Source: an optimization exercise on an open RTL-to-GDS flow (aim: a short achievable clock period and few clock cycles). Production flows keep margins and buffers that such runs may drop. The RTL was checked by simulation tests, not by an equivalence proof against the original design.

==> 10-23 <==
==> flow/design.v (excerpt) <==
module ebvc_top (
	input  logic            clk,
	input  logic            rst_n,
	input  logic            run,             
	input  logic            host_req,
	input  logic            host_we,
	input  ebvc_pkg::addr_t host_addr,
	input  ebvc_pkg::byte_t host_wdata,
	output logic            host_ack,
	output ebvc_pkg::byte_t host_rdata,
	output logic            busy,
	output ebvc_pkg::byte_t port_a,
	output logic            port_strobe
);
Settings: LEC_CHECK=0, ABC_CLOCK_PERIOD_IN_PS=3500, CAP_MARGIN=20, CORE_MARGIN=2, CORE_UTILIZATION=60, SETUP_SLACK_MARGIN=5, SLEW_MARGIN=20; clock period 9.0 ns.
run.sh (not shown) runs the stock make flow with config.mk's settings and CLKGATE_MAP_FILE= SYNTH_SCRIPT=/design/flow/synth_recipe.tcl, a recipe that flattens the netlist after the stock synthesis.
==> 11-16: changes against 10-23 <==
--- a/flow/design.v
+++ b/flow/design.v
@@ -66,16 +66,29 @@
 			3'd2:    g = z && !late;
 			3'd3:    g = !z && !late;
 			3'd4:    g = c && !late;
 			3'd5:    g = !c && !late;
 			default: g = 1'b0;
 		endcase
 		taken = (op[7:3] == 5'b10000) && g;
 	endfunction
+	function automatic logic isjmp(input byte_t op);
+		isjmp = (op[7:3] == 5'b10000) && (op[2:0] >= 3'd1) && (op[2:0] <= 3'd5);
+	endfunction
+	function automatic logic jtaken(input logic [2:0] op, input logic z, input logic c,
+		input logic late);
+		case (op)
+			3'd2:    jtaken = z && !late;
+			3'd3:    jtaken = !z && !late;
+			3'd4:    jtaken = c && !late;
+			3'd5:    jtaken = !c && !late;
+			default: jtaken = 1'b1;
+		endcase
+	endfunction
 	function automatic logic defer(input byte_t op, input logic late);
 		defer = (op[7:3] == 5'b10000) && (op[2:0] >= 3'd2) && (op[2:0] <= 3'd5) && late;
 	endfunction
 	function automatic dec_t decode(input byte_t op);
 		dec_t d;
 		d = '0;
 		case (op)
 			8'h01, 8'h09, 8'h11, 8'h19: begin    
@@ -128,43 +141,40 @@
 		endcase
 		decode = d;
 	endfunction
 endpackage
 `default_nettype wire
 `timescale 1ns/1ps
 `default_nettype none
 module ebvc_mem (
-	input  logic                            clk,
-	input  logic [ebvc_pkg::MEM_DEPTH-1:0]  sel0,   
-	output ebvc_pkg::byte_t                 rd0,
-	output ebvc_pkg::byte_t                 rd1,    
-	input  logic [ebvc_pkg::MEM_DEPTH-1:0]  sel2,   
-	output ebvc_pkg::byte_t                 rd2,
-	input  logic                            we,
-	input  ebvc_pkg::byte_t                 wd
+	input  logic            clk,
+	input  ebvc_pkg::addr_t ra0,            
+	output ebvc_pkg::byte_t rd0,
+	output logic [1:0]      pd0,            
+	input  ebvc_pkg::addr_t ra1,            
+	output ebvc_pkg::byte_t rd1,
+	input  ebvc_pkg::addr_t ra2,            
+	output ebvc_pkg::byte_t rd2,
+	input  logic            we,
+	input  ebvc_pkg::byte_t wd,
+	input  logic [1:0]      pwd             
 );
-	logic [8*ebvc_pkg::MEM_DEPTH-1:0] mq;    
-	for (genvar i = 0; i < ebvc_pkg::MEM_DEPTH; i++) begin : g_word
-		always_ff @(posedge clk) begin
-			if (we && sel2[i]) begin
-				mq[8*i +: 8] <= wd;
-			end
-		end
-	end
-	always_comb begin
-		rd0 = '0;
-		rd1 = '0;
-		rd2 = '0;
-		for (int i = 0; i < ebvc_pkg::MEM_DEPTH; i++) begin
-			rd0 = rd0 | ({8{sel0[i]}} & mq[8*i +: 8]);
-			rd1 = rd1 | ({8{sel0[(i + ebvc_pkg::MEM_DEPTH - 1) % ebvc_pkg::MEM_DEPTH]}} & mq[8*i +: 8]);
-			rd2 = rd2 | ({8{sel2[i]}} & mq[8*i +: 8]);
+	ebvc_pkg::byte_t mem [ebvc_pkg::MEM_DEPTH];
+	logic [1:0]      pmem [ebvc_pkg::MEM_DEPTH];
+	always_ff @(posedge clk) begin
+		if (we) begin
+			mem[ra2]  <= wd;
+			pmem[ra2] <= pwd;
 		end
 	end
+	assign rd0 = mem[ra0];
+	assign pd0 = pmem[ra0];
+	assign rd1 = mem[ra1];
+	assign rd2 = mem[ra2];
 endmodule
 `default_nettype wire
 `timescale 1ns/1ps
 `default_nettype none
 module ebvc_top (
 	input  logic            clk,
 	input  logic            rst_n,
 	input  logic            run,             
@@ -175,159 +185,159 @@
 	output logic            host_ack,
 	output ebvc_pkg::byte_t host_rdata,
 	output logic            busy,
 	output ebvc_pkg::byte_t port_a,
 	output logic            port_strobe
 );
 	localparam int N = ebvc_pkg::MEM_DEPTH;
 	logic [7:0]   pc;             
-	logic [15:0]  pc_hi, pc_lo;   
-	logic [N-1:0] pc_ws;          
-	logic [15:0]  t_hi, t_lo;     
-	logic [15:0]  e_hi, e_lo;     
+	logic [7:0]   pc1;            
+	logic [7:0]   f_opr1;         
 	logic         f_two;
 	logic [7:0]   f_op_raw, f_opr_raw;
+	logic [1:0]   f_pd_raw;       
+	logic [1:0]   st_pd;          
 	logic [7:0]   f_op;           
 	logic [7:0]   f_opr;          
-	logic [N-1:0] f_opr_oh;       
 	logic         fw0, fw1;       
 	logic         f_defer;        
 	logic         f_taken;
 	logic         h_pend;         
 	ebvc_pkg::dec_t         f_d;
 	ebvc_pkg::dec_t         e_d;
 	logic [7:0]   e_opr;          
-	logic [N-1:0] e_oh;           
 	logic         e_memf;         
 	logic         e_redir;        
 	logic         e_cond;
 	logic [7:0] rx, ry, rz, ra;
 	logic       cf, zf;
 	logic [7:0] m_rd;             
 	logic [7:0] vr;               
 	logic [7:0] v;                
 	logic [8:0] sum, dif;         
 	logic [8:0] sum_r, dif_r;     
+	logic [7:0] ra_m, ra_r;       
+	logic       c_m, z_m;         
+	logic       h_we;             
+	logic [7:0] h_wd;
 	logic       c_nx, z_nx;       
 	logic       c_br, z_br;       
 	logic [7:0] st_data;
 	logic       mem_we;
 	logic [7:0] mem_wd;
 	ebvc_mem u_mem (
 		.clk  (clk),
-		.sel0 (pc_ws),
+		.ra0  (pc),
 		.rd0  (f_op_raw),
+		.pd0  (f_pd_raw),
+		.ra1  (pc1),
 		.rd1  (f_opr_raw),
-		.sel2 (e_oh),
+		.ra2  (e_opr),
 		.rd2  (m_rd),
 		.we   (mem_we),
-		.wd   (mem_wd)
+		.wd   (mem_wd),
+		.pwd  ({ebvc_pkg::two(mem_wd), ebvc_pkg::isjmp(mem_wd)})
 	);
 	assign st_data = ({8{e_d[ebvc_pkg::D_SSEL + 0]}} & rx) | ({8{e_d[ebvc_pkg::D_SSEL + 1]}} & ry) |
 		({8{e_d[ebvc_pkg::D_SSEL + 2]}} & rz) | ({8{e_d[ebvc_pkg::D_SSEL + 3]}} & ra);
 	assign fw0     = e_d[ebvc_pkg::D_ST] && (e_opr == pc);
-	assign fw1     = e_d[ebvc_pkg::D_ST] && (e_opr == pc + 8'd1);
+	assign fw1     = e_d[ebvc_pkg::D_ST] && (e_opr == pc1);
 	assign f_op    = fw0 ? st_data : f_op_raw;
 	assign f_opr   = fw1 ? st_data : f_opr_raw;
-	always_comb begin
-		for (int i = 0; i < 16; i++) begin
-			t_hi[i] = fw1 ? (st_data[7:4] == 4'(i)) : (f_opr_raw[7:4] == 4'(i));
-			t_lo[i] = fw1 ? (st_data[3:0] == 4'(i)) : (f_opr_raw[3:0] == 4'(i));
-			e_hi[i] = (e_opr[7:4] == 4'(i));
-			e_lo[i] = (e_opr[3:0] == 4'(i));
-		end
-		for (int i = 0; i < N; i++) begin
-			pc_ws[i]    = pc_hi[i / 16] && pc_lo[i % 16];
-			f_opr_oh[i] = t_hi[i / 16] && t_lo[i % 16];
-		end
-	end
-	assign mem_we = e_d[ebvc_pkg::D_ST] || (h_pend && host_we);
-	assign mem_wd = busy ? st_data : host_wdata;
+	assign f_opr1  = fw1 ? st_data + 8'd1 : f_opr_raw + 8'd1;
+	assign mem_we = e_d[ebvc_pkg::D_ST] || (h_pend && h_we);
+	assign mem_wd = busy ? st_data : h_wd;
 	assign vr = ({8{e_d[ebvc_pkg::D_VIMM]}} & e_opr) | ({8{e_d[ebvc_pkg::D_VSEL + 0]}} & rx) |
 		({8{e_d[ebvc_pkg::D_VSEL + 1]}} & ry) | ({8{e_d[ebvc_pkg::D_VSEL + 2]}} & rz);
 	assign v     = e_d[ebvc_pkg::D_VMEM] ? m_rd : vr;
-	assign sum   = ebvc_pkg::add8(ra, v, 1'b0);
-	assign dif   = ebvc_pkg::add8(ra, ~v, 1'b1);
+	assign sum   = ebvc_pkg::add8(ra, m_rd, 1'b0);
+	assign dif   = ebvc_pkg::add8(ra, ~m_rd, 1'b1);
 	assign sum_r = ebvc_pkg::add8(ra, vr, 1'b0);
 	assign dif_r = ebvc_pkg::add8(ra, ~vr, 1'b1);
 	function automatic logic [1:0] flags(input ebvc_pkg::dec_t d, input ebvc_pkg::byte_t a, input ebvc_pkg::byte_t b,
 		input logic [8:0] s, input logic [8:0] df, input logic c, input logic z);
 		logic zs, eq;
 		zs = !(a[0] ^ b[0]);
 		for (int i = 1; i < 8; i++) zs = zs && ((a[i] ^ b[i]) == (a[i-1] | b[i-1]));
 		eq = (a == b);
 		flags = {c, z};
 		if (d[ebvc_pkg::D_ADD])      flags = {s[8], zs};
 		else if (d[ebvc_pkg::D_SUB]) flags = {!df[8], eq};
 		else if (d[ebvc_pkg::D_CMP]) flags = {!df[8] | eq, eq};
 		else if (d[ebvc_pkg::D_CLA]) flags = 2'b00;
 		else if (d[ebvc_pkg::D_CLC]) flags = {1'b0, z};
 	endfunction
-	assign {c_nx, z_nx} = flags(e_d, ra, v, sum, dif, cf, zf);
+	assign {c_m, z_m}   = flags(e_d, ra, m_rd, sum, dif, cf, zf);
+	assign c_nx = e_d[ebvc_pkg::D_VMEM] ? c_m : c_br;
+	assign z_nx = e_d[ebvc_pkg::D_VMEM] ? z_m : z_br;
+	always_comb begin
+		ra_m = ra;
+		if (e_d[ebvc_pkg::D_LD + 3]) ra_m = m_rd;
+		if (e_d[ebvc_pkg::D_ADD])    ra_m = sum[7:0];
+		if (e_d[ebvc_pkg::D_SUB])    ra_m = dif[7:0];
+		ra_r = ra;
+		if (e_d[ebvc_pkg::D_LD + 3]) ra_r = vr;
+		if (e_d[ebvc_pkg::D_ADD])    ra_r = sum_r[7:0];
+		if (e_d[ebvc_pkg::D_SUB])    ra_r = dif_r[7:0];
+		if (e_d[ebvc_pkg::D_CLA])    ra_r = 8'd0;
+	end
 	assign {c_br, z_br} = busy ? flags(e_d, ra, vr, sum_r, dif_r, cf, zf) : 2'b00;
 	always_comb begin
 		case (e_d[ebvc_pkg::D_JC1:ebvc_pkg::D_JC0])
 			2'd1:    e_cond = zf;
 			2'd2:    e_cond = cf;
 			default: e_cond = 1'b1;
 		endcase
 	end
 	assign e_memf  = e_d[ebvc_pkg::D_VMEM] && (e_d[ebvc_pkg::D_ADD] || e_d[ebvc_pkg::D_SUB] || e_d[ebvc_pkg::D_CMP]);
 	assign e_redir = e_d[ebvc_pkg::D_LBR] && (e_cond ^ e_d[ebvc_pkg::D_JINV]);
 	assign f_d     = ebvc_pkg::decode(f_op);
 	assign f_defer = fw0 ? ebvc_pkg::defer(st_data, e_memf) : ebvc_pkg::defer(f_op_raw, e_memf);
-	assign f_taken = fw0 ? ebvc_pkg::taken(st_data, z_br, c_br, e_memf) :
-		ebvc_pkg::taken(f_op_raw, z_br, c_br, e_memf);
-	assign f_two   = fw0 ? ebvc_pkg::two(st_data) : ebvc_pkg::two(f_op_raw);
+	assign st_pd   = {ebvc_pkg::two(st_data), ebvc_pkg::isjmp(st_data)};
+	assign f_taken = (fw0 ? st_pd[0] : f_pd_raw[0]) &&
+		ebvc_pkg::jtaken(f_op[2:0], z_br, c_br, e_memf);
+	assign f_two   = fw0 ? st_pd[1] : f_pd_raw[1];
 	always_ff @(posedge clk) begin
 		if (!rst_n) begin
 			busy  <= 1'b0;
 			pc    <= 8'd0;
-			pc_hi <= 16'd1;
-			pc_lo <= 16'd1;
+			pc1   <= 8'd1;
 			e_d   <= '0;
 		end else if (busy ? (e_d[ebvc_pkg::D_HLT] || e_redir) : !run) begin
 			e_d <= '0;
 			if (e_redir) begin
 				pc    <= e_opr;
-				pc_hi <= e_hi;
-				pc_lo <= e_lo;
+				pc1   <= e_opr + 8'd1;
 			end else begin
 				busy  <= 1'b0;
 				pc    <= 8'd0;
-				pc_hi <= 16'd1;
-				pc_lo <= 16'd1;
+				pc1   <= 8'd1;
 			end
 		end else begin
 			busy <= 1'b1;
 			e_d  <= f_d;
 			e_d[ebvc_pkg::D_LBR] <= f_defer;
 			if (f_taken) begin
 				pc    <= f_opr;
-				pc_hi <= t_hi;
-				pc_lo <= t_lo;
+				pc1   <= f_opr1;
 			end else if (f_two) begin
 				pc    <= pc + 8'd2;
-				pc_lo <= {pc_lo[13:0], pc_lo[15:14]};
-				if (pc_lo[15] || pc_lo[14]) pc_hi <= {pc_hi[14:0], pc_hi[15]};
+				pc1   <= pc1 + 8'd2;
 			end else begin
-				pc    <= pc + 8'd1;
-				pc_lo <= {pc_lo[14:0], pc_lo[15]};
-				if (pc_lo[15]) pc_hi <= {pc_hi[14:0], pc_hi[15]};
+				pc    <= pc1;
+				pc1   <= pc1 + 8'd1;
 			end
 		end
 	end
 	always_ff @(posedge clk) begin
 		if (busy || run) begin
 			e_opr <= f_opr;
-			e_oh  <= f_opr_oh;
 		end else begin
 			e_opr <= host_addr;
-			for (int i = 0; i < N; i++) e_oh[i] <= (host_addr == 8'(i));
 		end
 	end
 	always_ff @(posedge clk) begin
 		if (!rst_n) begin
 			h_pend   <= 1'b0;
 			host_ack <= 1'b0;
 		end else begin
 			h_pend <= !busy && !run && host_req && !host_ack && !h_pend;
@@ -337,16 +347,18 @@
 				host_ack <= 1'b0;
 			end
 		end
 	end
 	always_ff @(posedge clk) begin
 		if (h_pend) begin
 			host_rdata <= m_rd;
 		end
+		h_we <= host_we;
+		h_wd <= host_wdata;
 	end
 	always_ff @(posedge clk) begin
 		if (!rst_n) begin
 			rx <= 8'd0;
 			ry <= 8'd0;
 			rz <= 8'd0;
 			ra <= 8'd0;
 			cf <= 1'b0;
@@ -361,23 +373,20 @@
 				zf <= 1'b0;
 			end
 		end else begin
 			cf <= c_nx;
 			zf <= z_nx;
 			if (e_d[ebvc_pkg::D_LD + 0]) rx <= v;
 			if (e_d[ebvc_pkg::D_LD + 1]) ry <= v;
 			if (e_d[ebvc_pkg::D_LD + 2]) rz <= v;
-			if (e_d[ebvc_pkg::D_LD + 3]) ra <= v;
-			if (e_d[ebvc_pkg::D_ADD]) ra <= sum[7:0];
-			if (e_d[ebvc_pkg::D_SUB]) ra <= dif[7:0];
+			ra <= e_d[ebvc_pkg::D_VMEM] ? ra_m : ra_r;
 			if (e_d[ebvc_pkg::D_INZ]) rz <= rz + 8'd1;
 			if (e_d[ebvc_pkg::D_DEZ]) rz <= rz - 8'd1;
 			if (e_d[ebvc_pkg::D_CLZ]) rz <= 8'd0;
-			if (e_d[ebvc_pkg::D_CLA]) ra <= 8'd0;
 		end
 	end
 	always_ff @(posedge clk) begin
 		if (!rst_n) begin
 			port_strobe <= 1'b0;
 			port_a      <= 8'd0;
 		end else begin
 			port_strobe <= e_d[ebvc_pkg::D_OUT];
CORE_UTILIZATION = 45   (was 60)
==> 07-25: changes against 10-23 <==
--- a/flow/design.v
+++ b/flow/design.v
@@ -66,16 +66,29 @@
 			3'd2:    g = z && !late;
 			3'd3:    g = !z && !late;
 			3'd4:    g = c && !late;
 			3'd5:    g = !c && !late;
 			default: g = 1'b0;
 		endcase
 		taken = (op[7:3] == 5'b10000) && g;
 	endfunction
+	function automatic logic isjmp(input byte_t op);
+		isjmp = (op[7:3] == 5'b10000) && (op[2:0] >= 3'd1) && (op[2:0] <= 3'd5);
+	endfunction
+	function automatic logic jtaken(input logic [2:0] op, input logic z, input logic c,
+		input logic late);
+		case (op)
+			3'd2:    jtaken = z && !late;
+			3'd3:    jtaken = !z && !late;
+			3'd4:    jtaken = c && !late;
+			3'd5:    jtaken = !c && !late;
+			default: jtaken = 1'b1;
+		endcase
+	endfunction
 	function automatic logic defer(input byte_t op, input logic late);
 		defer = (op[7:3] == 5'b10000) && (op[2:0] >= 3'd2) && (op[2:0] <= 3'd5) && late;
 	endfunction
 	function automatic dec_t decode(input byte_t op);
 		dec_t d;
 		d = '0;
 		case (op)
 			8'h01, 8'h09, 8'h11, 8'h19: begin    
@@ -131,36 +144,42 @@
 endpackage
 `default_nettype wire
 `timescale 1ns/1ps
 `default_nettype none
 module ebvc_mem (
 	input  logic                            clk,
 	input  logic [ebvc_pkg::MEM_DEPTH-1:0]  sel0,   
 	output ebvc_pkg::byte_t                 rd0,
+	output logic [1:0]                      pd0,    
 	output ebvc_pkg::byte_t                 rd1,    
 	input  logic [ebvc_pkg::MEM_DEPTH-1:0]  sel2,   
 	output ebvc_pkg::byte_t                 rd2,
 	input  logic                            we,
-	input  ebvc_pkg::byte_t                 wd
+	input  ebvc_pkg::byte_t                 wd,
+	input  logic [1:0]                      pwd     
 );
 	logic [8*ebvc_pkg::MEM_DEPTH-1:0] mq;    
+	logic [2*ebvc_pkg::MEM_DEPTH-1:0] pq;    
 	for (genvar i = 0; i < ebvc_pkg::MEM_DEPTH; i++) begin : g_word
 		always_ff @(posedge clk) begin
 			if (we && sel2[i]) begin
 				mq[8*i +: 8] <= wd;
+				pq[2*i +: 2] <= pwd;
 			end
 		end
 	end
 	always_comb begin
 		rd0 = '0;
+		pd0 = '0;
 		rd1 = '0;
 		rd2 = '0;
 		for (int i = 0; i < ebvc_pkg::MEM_DEPTH; i++) begin
 			rd0 = rd0 | ({8{sel0[i]}} & mq[8*i +: 8]);
+			pd0 = pd0 | ({2{sel0[i]}} & pq[2*i +: 2]);
 			rd1 = rd1 | ({8{sel0[(i + ebvc_pkg::MEM_DEPTH - 1) % ebvc_pkg::MEM_DEPTH]}} & mq[8*i +: 8]);
 			rd2 = rd2 | ({8{sel2[i]}} & mq[8*i +: 8]);
 		end
 	end
 endmodule
 `default_nettype wire
 `timescale 1ns/1ps
 `default_nettype none
@@ -181,16 +200,18 @@
 	localparam int N = ebvc_pkg::MEM_DEPTH;
 	logic [7:0]   pc;             
 	logic [15:0]  pc_hi, pc_lo;   
 	logic [N-1:0] pc_ws;          
 	logic [15:0]  t_hi, t_lo;     
 	logic [15:0]  e_hi, e_lo;     
 	logic         f_two;
 	logic [7:0]   f_op_raw, f_opr_raw;
+	logic [1:0]   f_pd_raw;       
+	logic [1:0]   st_pd;          
 	logic [7:0]   f_op;           
 	logic [7:0]   f_opr;          
 	logic [N-1:0] f_opr_oh;       
 	logic         fw0, fw1;       
 	logic         f_defer;        
 	logic         f_taken;
 	logic         h_pend;         
 	ebvc_pkg::dec_t         f_d;
@@ -202,30 +223,36 @@
 	logic         e_cond;
 	logic [7:0] rx, ry, rz, ra;
 	logic       cf, zf;
 	logic [7:0] m_rd;             
 	logic [7:0] vr;               
 	logic [7:0] v;                
 	logic [8:0] sum, dif;         
 	logic [8:0] sum_r, dif_r;     
+	logic [7:0] ra_m, ra_r;       
+	logic       c_m, z_m;         
+	logic       h_we;             
+	logic [7:0] h_wd;
 	logic       c_nx, z_nx;       
 	logic       c_br, z_br;       
 	logic [7:0] st_data;
 	logic       mem_we;
 	logic [7:0] mem_wd;
 	ebvc_mem u_mem (
 		.clk  (clk),
 		.sel0 (pc_ws),
 		.rd0  (f_op_raw),
+		.pd0  (f_pd_raw),
 		.rd1  (f_opr_raw),
 		.sel2 (e_oh),
 		.rd2  (m_rd),
 		.we   (mem_we),
-		.wd   (mem_wd)
+		.wd   (mem_wd),
+		.pwd  ({ebvc_pkg::two(mem_wd), ebvc_pkg::isjmp(mem_wd)})
 	);
 	assign st_data = ({8{e_d[ebvc_pkg::D_SSEL + 0]}} & rx) | ({8{e_d[ebvc_pkg::D_SSEL + 1]}} & ry) |
 		({8{e_d[ebvc_pkg::D_SSEL + 2]}} & rz) | ({8{e_d[ebvc_pkg::D_SSEL + 3]}} & ra);
 	assign fw0     = e_d[ebvc_pkg::D_ST] && (e_opr == pc);
 	assign fw1     = e_d[ebvc_pkg::D_ST] && (e_opr == pc + 8'd1);
 	assign f_op    = fw0 ? st_data : f_op_raw;
 	assign f_opr   = fw1 ? st_data : f_opr_raw;
 	always_comb begin
@@ -235,54 +262,68 @@
 			e_hi[i] = (e_opr[7:4] == 4'(i));
 			e_lo[i] = (e_opr[3:0] == 4'(i));
 		end
 		for (int i = 0; i < N; i++) begin
 			pc_ws[i]    = pc_hi[i / 16] && pc_lo[i % 16];
 			f_opr_oh[i] = t_hi[i / 16] && t_lo[i % 16];
 		end
 	end
-	assign mem_we = e_d[ebvc_pkg::D_ST] || (h_pend && host_we);
-	assign mem_wd = busy ? st_data : host_wdata;
+	assign mem_we = e_d[ebvc_pkg::D_ST] || (h_pend && h_we);
+	assign mem_wd = busy ? st_data : h_wd;
 	assign vr = ({8{e_d[ebvc_pkg::D_VIMM]}} & e_opr) | ({8{e_d[ebvc_pkg::D_VSEL + 0]}} & rx) |
 		({8{e_d[ebvc_pkg::D_VSEL + 1]}} & ry) | ({8{e_d[ebvc_pkg::D_VSEL + 2]}} & rz);
 	assign v     = e_d[ebvc_pkg::D_VMEM] ? m_rd : vr;
-	assign sum   = ebvc_pkg::add8(ra, v, 1'b0);
-	assign dif   = ebvc_pkg::add8(ra, ~v, 1'b1);
+	assign sum   = ebvc_pkg::add8(ra, m_rd, 1'b0);
+	assign dif   = ebvc_pkg::add8(ra, ~m_rd, 1'b1);
 	assign sum_r = ebvc_pkg::add8(ra, vr, 1'b0);
 	assign dif_r = ebvc_pkg::add8(ra, ~vr, 1'b1);
 	function automatic logic [1:0] flags(input ebvc_pkg::dec_t d, input ebvc_pkg::byte_t a, input ebvc_pkg::byte_t b,
 		input logic [8:0] s, input logic [8:0] df, input logic c, input logic z);
 		logic zs, eq;
 		zs = !(a[0] ^ b[0]);
 		for (int i = 1; i < 8; i++) zs = zs && ((a[i] ^ b[i]) == (a[i-1] | b[i-1]));
 		eq = (a == b);
 		flags = {c, z};
 		if (d[ebvc_pkg::D_ADD])      flags = {s[8], zs};
 		else if (d[ebvc_pkg::D_SUB]) flags = {!df[8], eq};
 		else if (d[ebvc_pkg::D_CMP]) flags = {!df[8] | eq, eq};
 		else if (d[ebvc_pkg::D_CLA]) flags = 2'b00;
 		else if (d[ebvc_pkg::D_CLC]) flags = {1'b0, z};
 	endfunction
-	assign {c_nx, z_nx} = flags(e_d, ra, v, sum, dif, cf, zf);
+	assign {c_m, z_m}   = flags(e_d, ra, m_rd, sum, dif, cf, zf);
+	assign c_nx = e_d[ebvc_pkg::D_VMEM] ? c_m : c_br;
+	assign z_nx = e_d[ebvc_pkg::D_VMEM] ? z_m : z_br;
+	always_comb begin
+		ra_m = ra;
+		if (e_d[ebvc_pkg::D_LD + 3]) ra_m = m_rd;
+		if (e_d[ebvc_pkg::D_ADD])    ra_m = sum[7:0];
+		if (e_d[ebvc_pkg::D_SUB])    ra_m = dif[7:0];
+		ra_r = ra;
+		if (e_d[ebvc_pkg::D_LD + 3]) ra_r = vr;
+		if (e_d[ebvc_pkg::D_ADD])    ra_r = sum_r[7:0];
+		if (e_d[ebvc_pkg::D_SUB])    ra_r = dif_r[7:0];
+		if (e_d[ebvc_pkg::D_CLA])    ra_r = 8'd0;
+	end
 	assign {c_br, z_br} = busy ? flags(e_d, ra, vr, sum_r, dif_r, cf, zf) : 2'b00;
 	always_comb begin
 		case (e_d[ebvc_pkg::D_JC1:ebvc_pkg::D_JC0])
 			2'd1:    e_cond = zf;
 			2'd2:    e_cond = cf;
 			default: e_cond = 1'b1;
 		endcase
 	end
 	assign e_memf  = e_d[ebvc_pkg::D_VMEM] && (e_d[ebvc_pkg::D_ADD] || e_d[ebvc_pkg::D_SUB] || e_d[ebvc_pkg::D_CMP]);
 	assign e_redir = e_d[ebvc_pkg::D_LBR] && (e_cond ^ e_d[ebvc_pkg::D_JINV]);
 	assign f_d     = ebvc_pkg::decode(f_op);
 	assign f_defer = fw0 ? ebvc_pkg::defer(st_data, e_memf) : ebvc_pkg::defer(f_op_raw, e_memf);
-	assign f_taken = fw0 ? ebvc_pkg::taken(st_data, z_br, c_br, e_memf) :
-		ebvc_pkg::taken(f_op_raw, z_br, c_br, e_memf);
-	assign f_two   = fw0 ? ebvc_pkg::two(st_data) : ebvc_pkg::two(f_op_raw);
+	assign st_pd   = {ebvc_pkg::two(st_data), ebvc_pkg::isjmp(st_data)};
+	assign f_taken = (fw0 ? st_pd[0] : f_pd_raw[0]) &&
+		ebvc_pkg::jtaken(f_op[2:0], z_br, c_br, e_memf);
+	assign f_two   = fw0 ? st_pd[1] : f_pd_raw[1];
 	always_ff @(posedge clk) begin
 		if (!rst_n) begin
 			busy  <= 1'b0;
 			pc    <= 8'd0;
 			pc_hi <= 16'd1;
 			pc_lo <= 16'd1;
 			e_d   <= '0;
 		end else if (busy ? (e_d[ebvc_pkg::D_HLT] || e_redir) : !run) begin
@@ -337,16 +378,18 @@
 				host_ack <= 1'b0;
 			end
 		end
 	end
 	always_ff @(posedge clk) begin
 		if (h_pend) begin
 			host_rdata <= m_rd;
 		end
+		h_we <= host_we;
+		h_wd <= host_wdata;
 	end
 	always_ff @(posedge clk) begin
 		if (!rst_n) begin
 			rx <= 8'd0;
 			ry <= 8'd0;
 			rz <= 8'd0;
 			ra <= 8'd0;
 			cf <= 1'b0;
@@ -361,23 +404,20 @@
 				zf <= 1'b0;
 			end
 		end else begin
 			cf <= c_nx;
 			zf <= z_nx;
 			if (e_d[ebvc_pkg::D_LD + 0]) rx <= v;
 			if (e_d[ebvc_pkg::D_LD + 1]) ry <= v;
 			if (e_d[ebvc_pkg::D_LD + 2]) rz <= v;
-			if (e_d[ebvc_pkg::D_LD + 3]) ra <= v;
-			if (e_d[ebvc_pkg::D_ADD]) ra <= sum[7:0];
-			if (e_d[ebvc_pkg::D_SUB]) ra <= dif[7:0];
+			ra <= e_d[ebvc_pkg::D_VMEM] ? ra_m : ra_r;
 			if (e_d[ebvc_pkg::D_INZ]) rz <= rz + 8'd1;
 			if (e_d[ebvc_pkg::D_DEZ]) rz <= rz - 8'd1;
 			if (e_d[ebvc_pkg::D_CLZ]) rz <= 8'd0;
-			if (e_d[ebvc_pkg::D_CLA]) ra <= 8'd0;
 		end
 	end
 	always_ff @(posedge clk) begin
 		if (!rst_n) begin
 			port_strobe <= 1'b0;
 			port_a      <= 8'd0;
 		end else begin
 			port_strobe <= e_d[ebvc_pkg::D_OUT];
CORE_UTILIZATION = 33   (was 60)
==> flow_summary.ini <==
[outcome]
run_status = complete, no violations

[synth]
netlist_top_cells_area = edfxtp_1, mux4_2, mux2i_1
ys_seq_elements = 2675
ys_seq_area_frac = 0.562

[clock_tree]
cts_sinks = 2675
cts_setup_buffers = 259
cts_buffer_depth = 4

[die]
core.rowCount = 205

[placed_design]
place_area_mm2 = 0.147
That was 11-16.
==> flow_summary.ini <==
[outcome]
run_status = did not finish
haltStage = global routing
error = [ERROR GRT-0116] Global routing finished with congestion. Check the congestion regions in the DRC Viewer.

[die]
core.rowCount = 162

[clock_tree]
cts_sinks = 2434

[synth]
ys_seq_elements = 2434
netlist_top_cells_area = edfxtp_1, a22oi_1, dfxtp_1

[placed_design]
place_area_mm2 = 0.125
That was 10-23.
==> flow_summary.ini <==
[synth]
ys_seq_area_frac = 0.616
netlist_top_cells_area = edfxtp_1, a22oi_1, dfxtp_1

[outcome]
haltStage = global routing
error = [ERROR GRT-0116] Global routing finished with congestion. Check the congestion regions in the DRC Viewer.
run_status = did not finish

[clock_tree]
cts_buffer_depth = 4
cts_sinks = 2955
That was 07-25.
Testbench counts of 10-23, summed over its fixed seeds: cycles 15,879.
Testbench counts of 11-16, summed over its fixed seeds: cycles 15,879.
Testbench counts of 07-25, summed over its fixed seeds: cycles 15,879.

[afterwards: timing with drivers on the ports]
Ports are ideal in the flow. The routed layout listed here was re-timed in OpenROAD. Step 1: set_driving_cell puts a clkbuf_16 on clk and a buf_2 on each other input, an assumption about the parent block. Step 2 adds t to the input delays and takes it off the output delays; t is the mean of the earliest and latest rising clock arrival at the registers after step 1. Input paths then give back, and output paths get back, about the clock's delay inside the block. Slacks: ideal ports / drivers / drivers and shift; pairs: ideal ports / drivers.
run: 11-16
t, ns: 1.036
setup slack, ns: 3.658 / 3.658 / 3.658
worst hold slack (ns): 0.439 / 0.439 / 0.439
slew at the worst register clock pin (ns): 0.07 / 0.07
cell pins on the clock port's net: 1
After both steps setup and hold are still met in 11-16. The setup slack of 11-16 moves by 0.000 ns with the drivers and by 0.000 ns with both steps.
